From an optimization exercise on the open Yosys and OpenROAD flow, aimed at small area, a short achievable clock period and few clock cycles per item; shortcuts taken in it are not production practice. At most, simulation tests tie the RTL to the original design; equivalence was not proved.

==> inputs of harbor <==
==> flow/design.v (excerpt) <==
module idct_t_stage (
	input logic CLOCK_50_I,
	input logic Resetn,
	input logic req,
	output logic ack,
	input logic [5:0] block_row,
	input logic [5:0] block_col,
	input logic [15:0] sram_read_data,
	output logic [17:0] sram_address,
	output logic [15:0] sram_write_data,
	output logic sram_we_n
);
clock: 10.0 ns
lec_check: 0
cap_margin: 20
core_margin: 2
core_utilization: 40
cts_buf_list: sky130_fd_sc_hd__clkbuf_4 sky130_fd_sc_hd__clkbuf_8
slew_margin: 20
standard.sh (not shown) runs the stock make flow with config.mk's settings and CLKGATE_MAP_FILE= SYNTH_SCRIPT=/design/flow/synth_recipe.tcl, a recipe that flattens the netlist after the stock synthesis.
==> flow/flow/run.sh <==
#!/bin/bash
set -euo pipefail
bash standard.sh SETUP_SLACK_MARGIN=7 finish > flow.log 2>&1
==> inputs of delta, as changes to harbor <==
--- a/flow/design.v
+++ b/flow/design.v
@@ -9,20 +9,21 @@
 	output logic ack,
 	input logic [5:0] block_row,
 	input logic [5:0] block_col,
 	input logic [15:0] sram_read_data,
 	output logic [17:0] sram_address,
 	output logic [15:0] sram_write_data,
 	output logic sram_we_n
 );
-	localparam logic [7:0] LAST_T = 8'd145;
+	localparam logic [7:0] LAST_T = 8'd144;
 	logic running;
 	logic ack_q;
 	logic [7:0] cnt;           
+	logic ack_state;           
 	logic [7:0] tn;            
 	logic [14:0] rb;           
 	logic [14:0] rb_start;
 	logic [17:0] addr_q;
 	logic [15:0] wdata_q;
 	logic we_q;
 	function automatic logic [8:0] row_base(input logic [5:0] r);
 		case (r)
@@ -89,60 +90,54 @@
 			6'd60: row_base = 9'd450;
 			6'd61: row_base = 9'd455;
 			6'd62: row_base = 9'd460;
 			6'd63: row_base = 9'd465;
 		endcase
 	endfunction
 	assign rb_start = {row_base(block_row), block_col};
 	assign tn = running ? cnt + 8'd1 : 8'd0;
+	assign ack_state = !running && (cnt != 8'd0);
 	function automatic logic is_write(input logic [7:0] t);
-		is_write = (t[0] && t >= 8'd25 && t <= 8'd135) || (t >= 8'd137 && t <= 8'd140)
-			|| (t >= 8'd142 && t <= 8'd145);
+		is_write = (t[0] && t >= 8'd21 && t <= 8'd139) || (t >= 8'd141 && t <= 8'd144);
 	endfunction
 	always_ff @(posedge CLOCK_50_I or negedge Resetn) begin
 		if (!Resetn) begin
 			running <= 1'b0;
 			ack_q <= 1'b0;
 			we_q <= 1'b0;
 		end else begin
-			if (!running && !ack_q) begin
-				running <= req;
-			end else if (running) begin
-				if (cnt == LAST_T) begin
-					running <= 1'b0;
-					ack_q <= 1'b1;
-				end
+			if (!running) begin
+				running <= req && !ack_state;
+				ack_q <= ack_state && req;
 			end else begin
-				ack_q <= req;
+				running <= (cnt != LAST_T);
+				ack_q <= (cnt == LAST_T);
 			end
 			we_q <= running && is_write(tn);
 		end
 	end
 	logic [2:0] rd_col;
 	assign rd_col = tn[1] ? ~{1'b0, tn[3:2]} : {1'b0, tn[3:2]};
 	logic [7:0] wr_u;
 	logic [2:0] wr_row;
 	logic [2:0] wr_col;
 	always_comb begin
-		wr_u = tn - 8'd25;
-		if (tn >= 8'd142) begin
-			wr_row = 3'd7;
-			wr_col = {2'(tn - 8'd142), 1'b0};
-		end else if (tn >= 8'd137) begin
+		wr_u = tn - 8'd21;
+		if (tn >= 8'd141) begin
 			wr_row = 3'd7;
-			wr_col = {2'(tn - 8'd137), 1'b1};
+			wr_col = {2'(tn - 8'd141), 1'b0};
 		end else begin
 			wr_row = wr_u[6:4];
 			wr_col = {wr_u[2:1], ~wr_u[3]};
 		end
 	end
 	always_ff @(posedge CLOCK_50_I) begin
 		if (!running) begin
-			cnt <= 8'd0;
+			cnt <= (ack_state && req) ? cnt : 8'd0;
 			rb <= rb_start;
 			addr_q <= {rb_start, 3'd0};
 		end else begin
 			cnt <= tn;
 			rb <= rb + {9'd0, cnt[3:0] == 4'd14, 1'b0, cnt[3:0] == 4'd14, 3'd0};
 			if (tn[0] || tn >= 8'd128) begin
 				addr_q <= {9'h11f, 3'd0, wr_row, wr_col};
 			end else begin
@@ -162,37 +157,35 @@
 	assign k_o_n = {~ph_n[3], ph_n[2]};
 	always_ff @(posedge CLOCK_50_I) begin
 		hold_en <= (tn[1:0] == 2'd0);
 		x_en <= (tn[1:0] == 2'd2);
 	end
 	logic [15:0] din;
 	logic [15:0] hold;
 	logic signed [16:0] xo;      
-	logic signed [18:0] xo3;
 	logic signed [16:0] f1;
 	logic signed [16:0] f2;
 	logic signed [16:0] xe;      
-	logic signed [18:0] xe3;
+	logic signed [20:0] xe15;    
 	logic signed [18:0] hold_w;
 	logic signed [18:0] din_w;
 	assign hold_w = 19'(signed'(hold));
 	assign din_w = 19'(signed'(din));
 	always_ff @(posedge CLOCK_50_I) begin
 		din <= sram_read_data;
 		if (hold_en) begin
 			hold <= din;
 		end
 		if (x_en) begin
 			xo <= 17'(hold_w - din_w);
-			xo3 <= hold_w + (hold_w <<< 1) - din_w - (din_w <<< 1);
 			f1 <= 17'(hold_w + din_w);
 			f2 <= f1;
 			xe <= f2;
-			xe3 <= 19'(signed'(f2)) + (19'(signed'(f2)) <<< 1);
+			xe15 <= (21'(signed'(f2)) <<< 4) - 21'(signed'(f2));
 		end
 	end
 	function automatic logic [2:0] odd_sel(input logic [1:0] k, input logic [1:0] p);
 		case ({k, p})
 			4'h0: odd_sel = {1'b0, 2'd0};
 			4'h1: odd_sel = {1'b0, 2'd1};
 			4'h2: odd_sel = {1'b0, 2'd2};
 			4'h3: odd_sel = {1'b0, 2'd3};
@@ -239,113 +232,100 @@
 		om <= 4'b0001 << so_n[1:0];
 		em <= 3'b001 << se_n[1:0];
 		o_neg1 <= so_n[2];
 		o_rs1 <= (k_o_n == 2'd0);
 		e_neg1 <= se_n[2];
 		e_rs1 <= (k_e_n == 2'd0);
 	end
 	logic [23:0] ox;
-	logic [23:0] oy;
 	logic [23:0] ex;
 	logic [23:0] ey;
 	assign ox = 24'(xo);
-	assign oy = 24'(xo3);
 	assign ex = 24'(xe);
-	assign ey = 24'(xe3);
-	logic [23:0] or1, or2, or3, or4;
-	logic [1:0] o_inj;
-	assign or1 = ({24{om[0] | om[1]}} & (ox << 11)) | ({24{om[2]}} & (oy << 8)) | ({24{om[3]}} & (oy << 7));
-	assign or2 = ({24{om[0]}} & ~(ox << 5)) | ({24{om[1]}} & ~(oy << 7)) | ({24{om[2]}} & ~(ox << 4))
+	assign ey = 24'(xe15);
+	logic [23:0] or1, or2, or3, or4, or5, or6;
+	logic [3:0] o_inj;
+	assign or1 = ({24{om[0] | om[1]}} & (ox << 11)) | ({24{om[2]}} & (ox << 10)) | ({24{om[3]}} & (ox << 9));
+	assign or2 = ({24{om[0]}} & ~(ox << 5)) | ({24{om[1]}} & ~(ox << 9)) | ({24{om[2]}} & (ox << 7))
+		| ({24{om[3]}} & ~(ox << 7));
+	assign or3 = ({24{om[0]}} & ~(ox << 3)) | ({24{om[1]}} & (ox << 7)) | ({24{om[2]}} & ~(ox << 4))
 		| ({24{om[3]}} & (ox << 4));
-	assign or3 = ({24{om[0]}} & ~(ox << 3)) | ({24{om[1]}} & (ox << 5)) | ({24{om[2]}} & ox)
-		| ({24{om[3]}} & ~ox);
-	assign or4 = ({24{om[1]}} & (oy << 1)) | ({24{om[2]}} & (oy << 7));
-	assign o_inj = {om[0], 1'b1};
-	logic [23:0] er1, er2, er3, er4;
+	assign or4 = ({24{om[1]}} & (ox << 5)) | ({24{om[2]}} & ox) | ({24{om[3]}} & ~ox);
+	assign or5 = {24{om[1]}} & (ox << 3);
+	assign or6 = {24{om[1]}} & ~(ox << 1);
+	assign o_inj = {2'b00, om[0] | om[1] | om[3], 1'b1};
+	logic [23:0] er1, er2, er3;
 	logic [1:0] e_inj;
-	assign er1 = ({24{em[0]}} & (ey << 9)) | ({24{em[1]}} & (ex << 11)) | ({24{em[2]}} & (ey << 8));
-	assign er2 = ({24{em[0]}} & ~(ey << 5)) | ({24{em[1]}} & ~(ex << 7)) | ({24{em[2]}} & (ex << 4));
-	assign er3 = ({24{em[0]}} & (ex << 3)) | ({24{em[1]}} & ~(ex << 5)) | ({24{em[2]}} & ~ex);
-	assign er4 = {24{em[1]}} & (ex << 2);
-	assign e_inj = {em[1], 1'b1};
-	logic [23:0] ro0, ro1, ro2;
+	assign er1 = ({24{em[0]}} & (ex << 3)) | ({24{em[1]}} & (ex << 1)) | ({24{em[2]}} & ~ex);
+	assign er2 = ({24{em[0]}} & (ey << 5)) | ({24{em[1]}} & ~(ey << 1)) | ({24{em[2]}} & (ex << 10));
+	assign er3 = ({24{em[0]}} & (ey << 6)) | ({24{em[1]}} & (ey << 7)) | ({24{em[2]}} & ~(ey << 4));
+	assign e_inj = {em[2], em[1] | em[2]};
+	logic [23:0] ro0, ro1, ro2, ro3;
 	logic [23:0] re0, re1, re2;
-	logic [15:0] ro3, re3;      
 	logic [23:0] oa, ea;
 	assign oa = (o_rs1 ? 24'd0 : ro2) ^ {24{o_neg1}};
 	assign ea = (e_rs1 ? 24'd0 : re2) ^ {24{e_neg1}};
 	logic [23:0] os1, oc1, os2, oc2, os3, oc3;
-	logic [23:0] es1, ec1, es2, ec2, es3, ec3;
+	logic [23:0] es1, ec1, es3, ec3;
+	logic [23:0] ot1, ou1;
 	assign os1 = or1 ^ or2 ^ or3;
-	assign oc1 = {((or1 & or2) | (or1 & or3) | (or2 & or3)), o_inj[0]} ;
-	assign os2 = os1 ^ oc1 ^ or4;
-	assign oc2 = {((os1 & oc1) | (os1 & or4) | (oc1 & or4)), o_inj[1]};
-	assign os3 = os2 ^ oc2 ^ oa;
-	assign oc3 = {((os2 & oc2) | (os2 & oa) | (oc2 & oa)), 1'b0};
+	assign oc1 = {((or1 & or2) | (or1 & or3) | (or2 & or3)), o_inj[0]};
+	assign ot1 = or4 ^ or5 ^ or6;
+	assign ou1 = {((or4 & or5) | (or4 & or6) | (or5 & or6)), o_inj[1]};
+	assign os2 = os1 ^ oc1 ^ ot1;
+	assign oc2 = {((os1 & oc1) | (os1 & ot1) | (oc1 & ot1)), 1'b0};
+	assign os3 = ou1 ^ os2 ^ oc2;
+	assign oc3 = {((ou1 & os2) | (ou1 & oc2) | (os2 & oc2)), 1'b0};
 	assign es1 = er1 ^ er2 ^ er3;
 	assign ec1 = {((er1 & er2) | (er1 & er3) | (er2 & er3)), e_inj[0]};
-	assign es2 = es1 ^ ec1 ^ er4;
-	assign ec2 = {((es1 & ec1) | (es1 & er4) | (ec1 & er4)), e_inj[1]};
-	assign es3 = es2 ^ ec2 ^ ea;
-	assign ec3 = {((es2 & ec2) | (es2 & ea) | (ec2 & ea)), 1'b0};
+	assign es3 = es1 ^ ec1 ^ ea;
+	assign ec3 = {((es1 & ec1) | (es1 & ea) | (ec1 & ea)), e_inj[1]};
 	logic [23:0] o_s, o_c, e_s, e_c;
 	logic o_neg, e_neg;
 	always_ff @(posedge CLOCK_50_I) begin
 		o_s <= os3;
 		o_c <= oc3;
 		o_neg <= o_neg1;
 		e_s <= es3;
 		e_c <= ec3;
 		e_neg <= e_neg1;
 	end
+	logic [23:0] o_sum, e_sum;
+	logic [23:0] om_s, om_c;
+	assign om_s = ro3 ^ o_s ^ o_c;
+	assign om_c = {((ro3 & o_s) | (ro3 & o_c) | (o_s & o_c)), 1'b0};
+	assign o_sum = (om_s + om_c) ^ {24{o_neg}};
+	assign e_sum = (e_s + e_c) ^ {24{e_neg}};
 	always_ff @(posedge CLOCK_50_I) begin
-		ro0 <= (o_s + o_c) ^ {24{o_neg}};
+		ro0 <= o_sum;
 		ro1 <= ro0;
 		ro2 <= ro1;
-		ro3 <= ro2[23:8];
-		re0 <= (e_s + e_c) ^ {24{e_neg}};
+		ro3 <= oa;
+		re0 <= e_sum;
 		re1 <= re0;
 		re2 <= re1;
-		re3 <= re2[23:8];
 	end
-	logic [15:0] ring_out;
-	logic [15:0] e1;
-	logic [15:0] e2;
-	logic ring_odd;
-	logic e1_en, e2_en;
-	logic [1:0] wsrc;      
-	assign ring_out = ring_odd ? ro3 : re3;
+	logic [2:0] wsrc;
 	always_ff @(posedge CLOCK_50_I) begin
-		ring_odd <= tn[3];
-		e1_en <= (tn[2:0] == 3'd1 || tn[2:0] == 3'd3);
-		e2_en <= (tn[2:0] == 3'd2);
-		if (tn >= 8'd141) begin
-			wsrc <= 2'd3;
-		end else if (tn >= 8'd136) begin
-			wsrc <= 2'd0;
+		if (tn >= 8'd140) begin
+			wsrc <= 3'd4;
 		end else begin
-			case (tn[2:1])
-				2'd0: wsrc <= 2'd0;
-				2'd2: wsrc <= 2'd2;
-				default: wsrc <= 2'd1;
-			endcase
+			wsrc <= 3'(tn[3:1] + 3'd6);
 		end
 	end
 	always_ff @(posedge CLOCK_50_I) begin
-		if (e1_en) begin
-			e1 <= ring_out;
-		end
-		if (e2_en) begin
-			e2 <= ring_out;
-		end
 		case (wsrc)
-			2'd0: wdata_q <= ring_out;
-			2'd1: wdata_q <= e1;
-			2'd2: wdata_q <= e2;
-			default: wdata_q <= re0[23:8];
+			3'd0: wdata_q <= o_sum[23:8];
+			3'd1: wdata_q <= ro0[23:8];
+			3'd2: wdata_q <= ro1[23:8];
+			3'd3: wdata_q <= ro2[23:8];
+			3'd4: wdata_q <= e_sum[23:8];
+			3'd5: wdata_q <= re0[23:8];
+			3'd6: wdata_q <= re1[23:8];
+			default: wdata_q <= re2[23:8];
 		endcase
 	end
 	assign ack = ack_q;
 	assign sram_address = addr_q;
 	assign sram_write_data = wdata_q;
 	assign sram_we_n = ~we_q;
 endmodule
==> flow/config.mk (replaced) <==
export PLATFORM = sky130hd
export DESIGN_NAME = idct_t_stage
export DESIGN_NICKNAME = idct_t_stage
export VERILOG_FILES = /design/flow/design.v
export SDC_FILE = /design/flow/constraint.sdc
export NUM_CORES = 4
export LEC_CHECK = 0
export CAP_MARGIN = 20
export CORE_MARGIN = 2
export CORE_UTILIZATION = 40
export CTS_CLUSTER_DIAMETER = 150
export CTS_CLUSTER_SIZE = 24
export SLEW_MARGIN = 20
==> inputs of nickel, as changes to harbor <==
--- a/flow/design.v
+++ b/flow/design.v
@@ -137,17 +137,19 @@
 	end
 	always_ff @(posedge CLOCK_50_I) begin
 		if (!running) begin
 			cnt <= 8'd0;
 			rb <= rb_start;
 			addr_q <= {rb_start, 3'd0};
 		end else begin
 			cnt <= tn;
-			rb <= rb + {9'd0, cnt[3:0] == 4'd14, 1'b0, cnt[3:0] == 4'd14, 3'd0};
+			if (cnt[3:0] == 4'd14) begin
+				rb <= rb + 15'd40;
+			end
 			if (tn[0] || tn >= 8'd128) begin
 				addr_q <= {9'h11f, 3'd0, wr_row, wr_col};
 			end else begin
 				addr_q <= {rb, rd_col};
 			end
 		end
 	end
 	logic hold_en;
@@ -161,34 +163,36 @@
 	assign k_e_n = ph_n[3:2];
 	assign k_o_n = {~ph_n[3], ph_n[2]};
 	always_ff @(posedge CLOCK_50_I) begin
 		hold_en <= (tn[1:0] == 2'd0);
 		x_en <= (tn[1:0] == 2'd2);
 	end
 	logic [15:0] din;
 	logic [15:0] hold;
+	logic signed [17:0] hold3;   
 	logic signed [16:0] xo;      
 	logic signed [18:0] xo3;
 	logic signed [16:0] f1;
 	logic signed [16:0] f2;
 	logic signed [16:0] xe;      
 	logic signed [18:0] xe3;
 	logic signed [18:0] hold_w;
 	logic signed [18:0] din_w;
 	assign hold_w = 19'(signed'(hold));
 	assign din_w = 19'(signed'(din));
 	always_ff @(posedge CLOCK_50_I) begin
 		din <= sram_read_data;
 		if (hold_en) begin
 			hold <= din;
+			hold3 <= 18'(din_w + (din_w <<< 1));
 		end
 		if (x_en) begin
 			xo <= 17'(hold_w - din_w);
-			xo3 <= hold_w + (hold_w <<< 1) - din_w - (din_w <<< 1);
+			xo3 <= 19'(signed'(hold3)) - din_w - (din_w <<< 1);
 			f1 <= 17'(hold_w + din_w);
 			f2 <= f1;
 			xe <= f2;
 			xe3 <= 19'(signed'(f2)) + (19'(signed'(f2)) <<< 1);
 		end
 	end
 	function automatic logic [2:0] odd_sel(input logic [1:0] k, input logic [1:0] p);
 		case ({k, p})
==> flow/config.mk (replaced) <==
export PLATFORM = sky130hd
export DESIGN_NAME = idct_t_stage
export DESIGN_NICKNAME = idct_t_stage
export VERILOG_FILES = /design/flow/design.v
export SDC_FILE = /design/flow/constraint.sdc
export NUM_CORES = 4
export LEC_CHECK = 0
export CAP_MARGIN = 20
export CORE_MARGIN = 2
export CORE_UTILIZATION = 40
export SLEW_MARGIN = 20
==> inputs of violet, as changes to harbor <==
--- a/flow/design.v
+++ b/flow/design.v
@@ -137,17 +137,19 @@
 	end
 	always_ff @(posedge CLOCK_50_I) begin
 		if (!running) begin
 			cnt <= 8'd0;
 			rb <= rb_start;
 			addr_q <= {rb_start, 3'd0};
 		end else begin
 			cnt <= tn;
-			rb <= rb + {9'd0, cnt[3:0] == 4'd14, 1'b0, cnt[3:0] == 4'd14, 3'd0};
+			if (cnt[3:0] == 4'd14) begin
+				rb <= rb + 15'd40;
+			end
 			if (tn[0] || tn >= 8'd128) begin
 				addr_q <= {9'h11f, 3'd0, wr_row, wr_col};
 			end else begin
 				addr_q <= {rb, rd_col};
 			end
 		end
 	end
 	logic hold_en;
@@ -161,34 +163,36 @@
 	assign k_e_n = ph_n[3:2];
 	assign k_o_n = {~ph_n[3], ph_n[2]};
 	always_ff @(posedge CLOCK_50_I) begin
 		hold_en <= (tn[1:0] == 2'd0);
 		x_en <= (tn[1:0] == 2'd2);
 	end
 	logic [15:0] din;
 	logic [15:0] hold;
+	logic signed [17:0] hold3;   
 	logic signed [16:0] xo;      
 	logic signed [18:0] xo3;
 	logic signed [16:0] f1;
 	logic signed [16:0] f2;
 	logic signed [16:0] xe;      
 	logic signed [18:0] xe3;
 	logic signed [18:0] hold_w;
 	logic signed [18:0] din_w;
 	assign hold_w = 19'(signed'(hold));
 	assign din_w = 19'(signed'(din));
 	always_ff @(posedge CLOCK_50_I) begin
 		din <= sram_read_data;
 		if (hold_en) begin
 			hold <= din;
+			hold3 <= 18'(din_w + (din_w <<< 1));
 		end
 		if (x_en) begin
 			xo <= 17'(hold_w - din_w);
-			xo3 <= hold_w + (hold_w <<< 1) - din_w - (din_w <<< 1);
+			xo3 <= 19'(signed'(hold3)) - din_w - (din_w <<< 1);
 			f1 <= 17'(hold_w + din_w);
 			f2 <= f1;
 			xe <= f2;
 			xe3 <= 19'(signed'(f2)) + (19'(signed'(f2)) <<< 1);
 		end
 	end
 	function automatic logic [2:0] odd_sel(input logic [1:0] k, input logic [1:0] p);
 		case ({k, p})
==> flow/run.sh (new file) <==
#!/bin/bash
# synth_recipe.tcl (not shown) runs the flow's synth.tcl, then flattens the netlist and writes it again
# the make line also repeats each setting of config.mk as NAME=value (left out here)
make -C /OpenROAD-flow-scripts/flow DESIGN_CONFIG=/design/flow/config.mk WORK_HOME=/design/flow/orfs CLKGATE_MAP_FILE= SYNTH_SCRIPT=/design/flow/synth_recipe.tcl finish
==> flow/config.mk (replaced) <==
export PLATFORM = sky130hd
export DESIGN_NAME = idct_t_stage
export DESIGN_NICKNAME = idct_t_stage
export VERILOG_FILES = /design/flow/design.v
export SDC_FILE = /design/flow/constraint.sdc
export NUM_CORES = 4
export LEC_CHECK = 0
export CAP_MARGIN = 20
export CORE_MARGIN = 2
export CORE_UTILIZATION = 40
export SLEW_MARGIN = 20
removed: flow/flow/run.sh
removed: flow/standard.sh
==> comparison table <==
Status: delta finished clean; nickel finished clean; violet finished clean; harbor finished clean
Total of clock buffers placed in the layout: delta 32; nickel 81; violet 73; harbor 135
Final-stage net count: delta 2647; nickel 2898; violet 2858; harbor 2852
Depth of the worst register-to-register path: delta 10; nickel 13; violet 12; harbor 11
Multi-input combinational cell count: delta 1520; nickel 1640; violet 1640; harbor 1521
Number of global-route vias before repair: delta 16070; nickel 18830; violet 18440; harbor 17390
Final design area excluding fillers: delta 0.02719 mm^2; nickel 0.03194 mm^2; violet 0.03108 mm^2; harbor 0.03077 mm^2
Flip-flop and latch count after synthesis: delta 460; nickel 532; violet 532; harbor 516
Number of iterations in the first detailed-routing pass: delta 12; nickel 7; violet 6; harbor 12
Number of tap instances: delta 782; nickel 882; violet 882; harbor 864
Adder-cell area share of the yosys netlist: delta 0.1916; nickel 0.1824; violet 0.1824; harbor 0.1893
Non-filler instance count after layout: delta 3125; nickel 3479; violet 3440; harbor 3452
Post-synthesis compound-gate area fraction: delta 0.1338; nickel 0.1348; violet 0.1348; harbor 0.1306
Placed cell area: delta 0.02556 mm^2; nickel 0.02905 mm^2; violet 0.02905 mm^2; harbor 0.02785 mm^2
Normalized max-slew margin: delta 0.3287; nickel 0.3459; violet 0.3742; harbor 0.3612
Average cell area after synthesis: delta 10.67 um^2; nickel 11.17 um^2; violet 11.17 um^2; harbor 11.10 um^2
Testbench counts of delta, summed over its fixed seeds: cycles 28,592, blocks 192.
Testbench counts of nickel, summed over its fixed seeds: cycles 28,784, blocks 192.
Testbench counts of violet, summed over its fixed seeds: cycles 28,784, blocks 192.
For harbor, only the layout was checked, not whether the RTL still works.

-- port drivers added, routing unchanged --
The flow's constraints put no driver on any port. The routed layouts listed below were extracted and timed again, unchanged, in two steps. Step 1 (the two cells are an assumption about what drives the block):
set clk [get_ports {CLOCK_50_I}]
set_driving_cell -lib_cell sky130_fd_sc_hd__clkbuf_16 $clk
set_driving_cell -lib_cell sky130_fd_sc_hd__buf_2 [delete_from_list [all_inputs] $clk]
Step 2 times the ports against the registers' clock, not the clock port: input delays grow and output delays shrink by t, the midpoint of the rising clock arrivals with the driver on. Three values: no drivers, after step 1, after step 2; two values: the first two.
run | shift t [ns] | setup slack, ns | worst register clock-pin slew, ns | worst slew at a driven data input, ns
harbor | 0.724 | 6.690 / 6.690 / 6.490 | 0.07 / 0.07 | 0.04
delta | 0.623 | 6.783 / 6.783 / 6.554 | 0.10 / 0.10 | 0.06
nickel | 0.682 | 6.855 / 6.796 / 6.450 | 0.07 / 0.07 | 0.04
violet | 0.663 | 5.938 / 5.938 / 5.857 | 0.07 / 0.07 | 0.04
After both steps setup and hold are still met in every run listed. The setup slack of nickel, which loses most, moves by -0.059 ns with the drivers and by -0.405 ns with both steps.
